Source: an optimization exercise on an open RTL-to-GDS flow (aim: small area). Production flows keep margins and buffers that such runs may drop. Only simulation tests tie the RTL to the original design; equivalence was not proved. Power figures rest on the tool's default switching activity, not on a simulated workload.

Design aes_top, start of the top module:
module aes_top (
  input  logic                clk_i,
  input  logic                reset_i,
  input  logic                cfg_we_i,
  input  logic [1:0]          mode_i,
  input  aes_pkg::aes_key_t   key_i,
  input  aes_pkg::aes_block_t iv_i,
  input  logic                start_i,
  input  aes_pkg::aes_block_t data_i,
  output logic                ready_o,
  output logic                valid_o,
  output aes_pkg::aes_block_t data_o
);
==> module aes_top, before the edit <==
module aes_top (
  input  logic                clk_i,
  input  logic                reset_i,
  input  logic                cfg_we_i,
  input  logic [1:0]          mode_i,
  input  aes_pkg::aes_key_t   key_i,
  input  aes_pkg::aes_block_t iv_i,
  input  logic                start_i,
  input  aes_pkg::aes_block_t data_i,
  output logic                ready_o,
  output logic                valid_o,
  output aes_pkg::aes_block_t data_o
);
  localparam logic [2:0] ST_IDLE = 3'd0;   
  localparam logic [2:0] ST_CLR  = 3'd1;   
  localparam logic [2:0] ST_PREP = 3'd2;   
  localparam logic [2:0] ST_ENC  = 3'd3;   
  localparam logic [1:0] M_ECB = 2'd0;
  localparam logic [1:0] M_CBC = 2'd1;
  localparam logic [1:0] M_CTR = 2'd2;
  function automatic logic [7:0] xt(input logic [7:0] b);
    xt = {b[6:0], 1'b0} ^ (b[7] ? 8'h1b : 8'h00);
  endfunction
  function automatic logic [7:0] inc8(input logic [7:0] a, input logic ci);
    logic cy;
    cy = ci;
    for (int i = 0; i < 8; i++) begin
      inc8[i] = a[i] ^ cy;
      cy      = cy & a[i];
    end
  endfunction
  logic [3:0] ph;
  logic [2:0] st;
  logic [6:0] c;      
  logic       bk;     
  logic [1:0] mode;
  logic       vflag;
  logic       cy;     
  logic [7:0] s [16];
  logic [7:0] k [16];
  logic [7:0] v [16];
  logic [7:0] e1, e2;
  wire [1:0] r = ph[1:0];
  wire last = (ph == 4'd15);
  assign ready_o = (st == ST_IDLE) && last;
  wire acc_blk = start_i & ready_o;
  wire acc_cfg = cfg_we_i & ready_o & ~start_i;
  assign valid_o = vflag && (ph == 4'd0);
  wire enc   = (st == ST_ENC);
  wire clr   = (st == ST_CLR);
  wire prep  = (st == ST_PREP);
  wire rds   = enc && !bk;
  wire [2:0] sub = c[2:0];
  wire s_ark = rds && (sub == 3'd0);
  wire s_sb  = rds && (sub == 3'd1);
  wire s_sr  = rds && (sub != 3'd0) && (sub != 3'd7);
  wire [1:0] rrow = (sub == 3'd1) ? 2'd2 : (sub[2] == 1'b0) ? 2'd1 : 2'd0;
  wire sr_on = s_sr && (r == rrow);
  wire mcen  = s_ark && (c >= 7'd8) && (c <= 7'd72);
  wire k_inv = enc && (bk || (c[6] && c[4]));
  wire k_f1  = s_ark && !k_inv;
  wire k_dl  = rds && (sub != 3'd0) && (sub[2] == 1'b0);
  wire [7:0] src = sr_on ? ((ph[3:2] == 2'd0) ? s[12] : e1) : s[0];
  wire [7:0] mx    = (r == 2'd0) ? s[3] : e2;
  wire [7:0] md    = s[0] ^ mx;
  wire [7:0] tcomb = md ^ s[1] ^ s[2];
  wire [7:0] tsel  = (r == 2'd0) ? tcomb : e1;
  wire [7:0] mcx   = tsel ^ xt(md);   
  wire e1_en = sr_on || (mcen && r == 2'd0);
  always_ff @(posedge clk_i) begin
    if (e1_en) e1 <= mcen ? tcomb : s[0];
    e2 <= s[0];
  end
  wire [7:0] ktap  = (ph == 4'd12) ? k[7] : k[3];
  wire [7:0] sbin  = s_sb ? src : ktap;
  wire [7:0] sbout;
  aes_sbox u_sbox (.u(sbin), .y(sbout));
  logic [7:0] sbase;
  always_comb begin
    if (clr)        sbase = 8'h00;
    else if (prep)  sbase = (mode == M_ECB) ? 8'h00 : v[0];
    else if (s_sb)  sbase = sbout;
    else            sbase = src;
  end
  wire [7:0] stail = sbase ^ (s_ark ? k[0] : 8'h00) ^ (mcen ? mcx : 8'h00);
  wire [3:0] kst  = c[6:3];
  wire [7:0] cinc = inc8({4'd0, ~kst}, 1'b1);
  wire [3:0] cdec = ~cinc[3:0];    
  wire [7:0] rcon = kst[3] ? ((kst[1:0] == 2'd0) ? 8'h1b : 8'h36) : (8'h01 << kst[2:0]);
  wire        k_xd  = (k_dl || k_inv) && (ph[3:2] != 2'd3);
  wire        k_xs  = (k_f1 || k_inv) && (ph[3:2] == 2'd3);
  wire [7:0]  ktail = (clr ? 8'h00 : k[0])
                    ^ (k_xd ? k[4] : 8'h00)
                    ^ (k_xs ? (sbout ^ ((ph == 4'd15) ? rcon : 8'h00)) : 8'h00);
  wire vinc = prep && (mode == M_CTR);
  wire [7:0] vtail = inc8(v[0], cy & vinc);
  always_ff @(posedge clk_i) begin
    if (!vinc) cy <= 1'b1;
    else       cy <= cy & (&v[0]);
  end
  for (genvar j = 0; j < 16; j++) begin : g_ring
    localparam int B = 15 - j;
    wire [7:0] s_in = (j == 15) ? stail : s[(j + 1) % 16];
    wire [7:0] k_in = (j == 15) ? ktail : k[(j + 1) % 16];
    wire [7:0] v_in = (j == 15) ? vtail : v[(j + 1) % 16];
    always_ff @(posedge clk_i) begin
      s[j] <= s_in ^ (acc_blk ? data_i[127 - 8 * B -: 8] : 8'h00);
      k[j] <= acc_cfg ? key_i[127 - 8 * B -: 8] : k_in;
      v[j] <= acc_cfg ? iv_i[127 - 8 * B -: 8] : v_in;
    end
    assign data_o[127 - 8 * B -: 8] = s[j];
  end
  always_ff @(posedge clk_i) begin
    if (reset_i) begin
      ph    <= 4'd0;
      st    <= ST_CLR;
      mode  <= M_ECB;
      vflag <= 1'b0;
      c     <= 7'd0;
      bk    <= 1'b0;
    end else begin
      ph <= 4'(inc8({4'd0, ph}, 1'b1));
      if (ph == 4'd0) vflag <= 1'b0;
      if (last) begin
        c <= 7'(inc8({1'b0, c}, 1'b1));
        case (st)
          ST_IDLE: begin
            if (acc_cfg) begin
              st   <= ST_PREP;
              mode <= (mode_i == 2'b01) ? M_CBC : (mode_i == 2'b10) ? M_CTR : M_ECB;
            end else if (acc_blk) begin
              if (mode == M_CTR) begin
                st    <= ST_PREP;
                vflag <= 1'b1;
              end else begin
                st <= ST_ENC;
                c  <= 7'd0;
              end
            end
          end
          ST_CLR: st <= ST_IDLE;
          ST_PREP: begin
            if (mode == M_CTR) begin
              st <= ST_ENC;
              c  <= 7'd0;
            end else begin
              st <= ST_IDLE;
            end
          end
          default: begin   
            if (c[6] && c[4]) begin
              bk <= 1'b1;
              c  <= 7'd64;
            end else if (bk) begin
              c <= {cdec, 3'b000};
            end
            if (bk && c == 7'd0) begin
              bk <= 1'b0;
              if (mode == M_CTR) begin
                st <= ST_IDLE;
              end else begin
                vflag <= 1'b1;
                st    <= (mode == M_ECB) ? ST_PREP : ST_IDLE;
              end
            end
          end
        endcase
      end
    end
  end
endmodule
==> flow/config.mk <==
export PLATFORM = sky130hd
export DESIGN_NAME = aes_top
export DESIGN_NICKNAME = aes_top
export VERILOG_FILES = /design/flow/design.v
export SDC_FILE = /design/flow/constraint.sdc
export NUM_CORES = 4
export LEC_CHECK = 0
export CAP_MARGIN = 20
export CORE_MARGIN = 2
export CORE_UTILIZATION = 50
export SLEW_MARGIN = 20
==> flow/constraint.sdc <==
create_clock -name core_clock -period 10.0 [get_ports {clk_i}]
set_input_delay 2.0000 -clock core_clock [delete_from_list [all_inputs] [get_ports {clk_i}]]
set_output_delay 2.0000 -clock core_clock [all_outputs]
set_load 0.01 [all_outputs]
standard.sh (not shown) runs the stock make flow with config.mk's settings and CLKGATE_MAP_FILE= SYNTH_SCRIPT=/design/flow/synth_recipe.tcl, a recipe that flattens the netlist after the stock synthesis.
==> flow/flow/run.sh <==
#!/bin/bash
# Standard ORFS layout (the standard.sh) with three changes to how it
# is built:
#  - synthesis is the standard synthesis script, except that ABC maps
#    the logic with an area-oriented script (flow/area.abc); flip-flop
#    mapping, flattening and naming are unchanged, so the registers are
#    the standard synthesis's;
#  - ports are buffered with the smallest buffer (buf_1) instead of the
#    default clkdlybuf4s50_1; every port still gets its own buffer;
#  - the clock tree uses clkbuf_4 cells in small sink clusters, without
#    dummy loads. No register gets a deliberate clock offset.
# Each tool's output goes to its own log (ORFS keeps per-step logs under
# orfs/logs); make's own output goes to standard.log.
set -euo pipefail
here=$(pwd)
export MY_ABC_SCRIPT="$here/flow/area.abc"
export BUFFER_PORTS_ARGS="-buffer_cell sky130_fd_sc_hd__buf_1"
export CTS_ARGS="-sink_clustering_enable -repair_clock_nets -buf_list sky130_fd_sc_hd__clkbuf_4 -dont_use_dummy_load -sink_clustering_size 10 -sink_clustering_max_diameter 40"
{ cat flow/abc_override.tcl; cat synth_recipe.tcl; } > my_synth.tcl
sed "s#SYNTH_SCRIPT=[^ ]*synth_recipe.tcl#SYNTH_SCRIPT=$here/my_synth.tcl#" standard.sh > my_standard.sh
grep -q "SYNTH_SCRIPT=$here/my_synth.tcl" my_standard.sh
bash my_standard.sh > standard.log 2>&1
==> flow/flow/abc_override.tcl <==
# Use flow/area.abc for ABC's technology mapping instead of ORFS's script.
proc abc {args} {
  set i [lsearch -exact $args -script]
  if {$i >= 0} { set args [lreplace $args $i [expr {$i + 1}] -script $::env(MY_ABC_SCRIPT)] }
  yosys abc {*}$args
}
==> flow/flow/area.abc <==
strash
dch -f
amap -m
topo
The first run completed with no timing, DRC or antenna violations.
==> next run, changes <==
--- a/flow/design.v
+++ b/flow/design.v
@@ -172,13 +172,13 @@
       inc8[i] = a[i] ^ cy;
       cy      = cy & a[i];
     end
   endfunction
   logic [3:0] ph;
   logic [2:0] st;
-  logic [6:0] c;      
+  logic [5:0] c;      
   logic       bk;     
   logic [1:0] mode;
   logic       vflag;
   logic       cy;     
   logic [7:0] s [16];
   logic [7:0] k [16];
@@ -191,46 +191,57 @@
   wire acc_cfg = cfg_we_i & ready_o & ~start_i;
   assign valid_o = vflag && (ph == 4'd0);
   wire enc   = (st == ST_ENC);
   wire clr   = (st == ST_CLR);
   wire prep  = (st == ST_PREP);
   wire rds   = enc && !bk;
-  wire [2:0] sub = c[2:0];
-  wire s_ark = rds && (sub == 3'd0);
-  wire s_sb  = rds && (sub == 3'd1);
-  wire s_sr  = rds && (sub != 3'd0) && (sub != 3'd7);
-  wire [1:0] rrow = (sub == 3'd1) ? 2'd2 : (sub[2] == 1'b0) ? 2'd1 : 2'd0;
-  wire sr_on = s_sr && (r == rrow);
-  wire mcen  = s_ark && (c >= 7'd8) && (c <= 7'd72);
-  wire k_inv = enc && (bk || (c[6] && c[4]));
+  wire s_ark = rds && (c[1:0] == 2'd0);
+  wire s_sra = rds && (c[1:0] == 2'd1);   
+  wire s_srb = rds && (c[1:0] == 2'd2);   
+  wire mcen  = s_ark && (c >= 6'd4) && (c <= 6'd36);
+  wire k_inv = enc && (bk || (c[5] && c[3]));
   wire k_f1  = s_ark && !k_inv;
-  wire k_dl  = rds && (sub != 3'd0) && (sub[2] == 1'b0);
-  wire [7:0] src = sr_on ? ((ph[3:2] == 2'd0) ? s[12] : e1) : s[0];
+  wire k_dl  = rds && (c[1:0] != 2'd0);
+  logic [7:0] src;
+  always_comb begin
+    src = s[0];
+    if (s_sra) begin
+      if (r == 2'd2)      src = (ph == 4'd2) ? s[12] : e1;    
+      else if (r == 2'd0) src = (ph == 4'd12) ? e2 : s[4];   
+    end else if (s_srb && r == 2'd1) begin                   
+      case (ph[3:2])
+        2'd0, 2'd1: src = s[8];
+        2'd2:       src = e2;
+        default:    src = e1;
+      endcase
+    end
+  end
   wire [7:0] mx    = (r == 2'd0) ? s[3] : e2;
   wire [7:0] md    = s[0] ^ mx;
   wire [7:0] tcomb = md ^ s[1] ^ s[2];
   wire [7:0] tsel  = (r == 2'd0) ? tcomb : e1;
   wire [7:0] mcx   = tsel ^ xt(md);   
-  wire e1_en = sr_on || (mcen && r == 2'd0);
+  wire e1_en = (s_sra && r == 2'd2) || (s_srb && ph == 4'd5) || (mcen && r == 2'd0);
+  wire e2_en = (s_sra && ph == 4'd0) || (s_srb && ph == 4'd1) || mcen;
   always_ff @(posedge clk_i) begin
     if (e1_en) e1 <= mcen ? tcomb : s[0];
-    e2 <= s[0];
+    if (e2_en) e2 <= s[0];
   end
   wire [7:0] ktap  = (ph == 4'd12) ? k[7] : k[3];
-  wire [7:0] sbin  = s_sb ? src : ktap;
+  wire [7:0] sbin  = s_sra ? src : ktap;
   wire [7:0] sbout;
   aes_sbox u_sbox (.u(sbin), .y(sbout));
   logic [7:0] sbase;
   always_comb begin
     if (clr)        sbase = 8'h00;
     else if (prep)  sbase = (mode == M_ECB) ? 8'h00 : v[0];
-    else if (s_sb)  sbase = sbout;
+    else if (s_sra) sbase = sbout;
     else            sbase = src;
   end
   wire [7:0] stail = sbase ^ (s_ark ? k[0] : 8'h00) ^ (mcen ? mcx : 8'h00);
-  wire [3:0] kst  = c[6:3];
+  wire [3:0] kst  = c[5:2];
   wire [7:0] cinc = inc8({4'd0, ~kst}, 1'b1);
   wire [3:0] cdec = ~cinc[3:0];    
   wire [7:0] rcon = kst[3] ? ((kst[1:0] == 2'd0) ? 8'h1b : 8'h36) : (8'h01 << kst[2:0]);
   wire        k_xd  = (k_dl || k_inv) && (ph[3:2] != 2'd3);
   wire        k_xs  = (k_f1 || k_inv) && (ph[3:2] == 2'd3);
   wire [7:0]  ktail = (clr ? 8'h00 : k[0])
@@ -257,51 +268,51 @@
   always_ff @(posedge clk_i) begin
     if (reset_i) begin
       ph    <= 4'd0;
       st    <= ST_CLR;
       mode  <= M_ECB;
       vflag <= 1'b0;
-      c     <= 7'd0;
+      c     <= 6'd0;
       bk    <= 1'b0;
     end else begin
       ph <= 4'(inc8({4'd0, ph}, 1'b1));
       if (ph == 4'd0) vflag <= 1'b0;
       if (last) begin
-        c <= 7'(inc8({1'b0, c}, 1'b1));
+        c <= 6'(inc8({2'd0, c}, 1'b1));
         case (st)
           ST_IDLE: begin
             if (acc_cfg) begin
               st   <= ST_PREP;
               mode <= (mode_i == 2'b01) ? M_CBC : (mode_i == 2'b10) ? M_CTR : M_ECB;
             end else if (acc_blk) begin
               if (mode == M_CTR) begin
                 st    <= ST_PREP;
                 vflag <= 1'b1;
               end else begin
                 st <= ST_ENC;
-                c  <= 7'd0;
+                c  <= 6'd0;
               end
             end
           end
           ST_CLR: st <= ST_IDLE;
           ST_PREP: begin
             if (mode == M_CTR) begin
               st <= ST_ENC;
-              c  <= 7'd0;
+              c  <= 6'd0;
             end else begin
               st <= ST_IDLE;
             end
           end
           default: begin   
-            if (c[6] && c[4]) begin
+            if (c[5] && c[3]) begin
               bk <= 1'b1;
-              c  <= 7'd64;
+              c  <= 6'd32;
             end else if (bk) begin
-              c <= {cdec, 3'b000};
+              c <= {cdec, 2'b00};
             end
-            if (bk && c == 7'd0) begin
+            if (bk && c == 6'd0) begin
               bk <= 1'b0;
               if (mode == M_CTR) begin
                 st <= ST_IDLE;
               end else begin
                 vflag <= 1'b1;
                 st    <= (mode == M_ECB) ? ST_PREP : ST_IDLE;
- count of clock-buffer cells in the layout came out higher by 2
- routed wire length came out higher by a little under a tenth
- first-iteration DRC count came out higher by about a fifth
- design area came out higher by a few percent
- clock skew came out higher by 0.058 ns
- worst setup slack is worse by 0.16 ns
- hold slack is worse by 0.012 ns
- power came out higher slightly
- critical path depth came out higher by 2

-- afterwards: timing with drivers on the ports --
In the flow no input, the clock included, has a driving cell. The finished layouts below were timed again as built, in two steps.
Step 1 assumes that a clkbuf_16 drives the clock port and a buf_2 every other input.
Step 2, shift: input delay + t, output delay - t, t = (earliest + latest rising clock arrival at the registers) / 2. This alone moves slack from input paths to output paths.
a / b / c = ideal ports / drivers / drivers and shift; a / b = the first two.
| run | t, ns | setup WS [ns] | hold WS [ns] | worst setup path at the end | worst slew at a driven data input, ns |
|---|---|---|---|---|---|
| the first run | 0.742 | 1.230 / 1.230 / 1.230 | 0.428 / 0.428 / 0.428 | register to register | 0.08 |
| the second run | 0.734 | 1.071 / 1.071 / 1.071 | 0.417 / 0.417 / 0.417 | register to register | 0.09 |
After both steps every run listed still meets setup and hold.
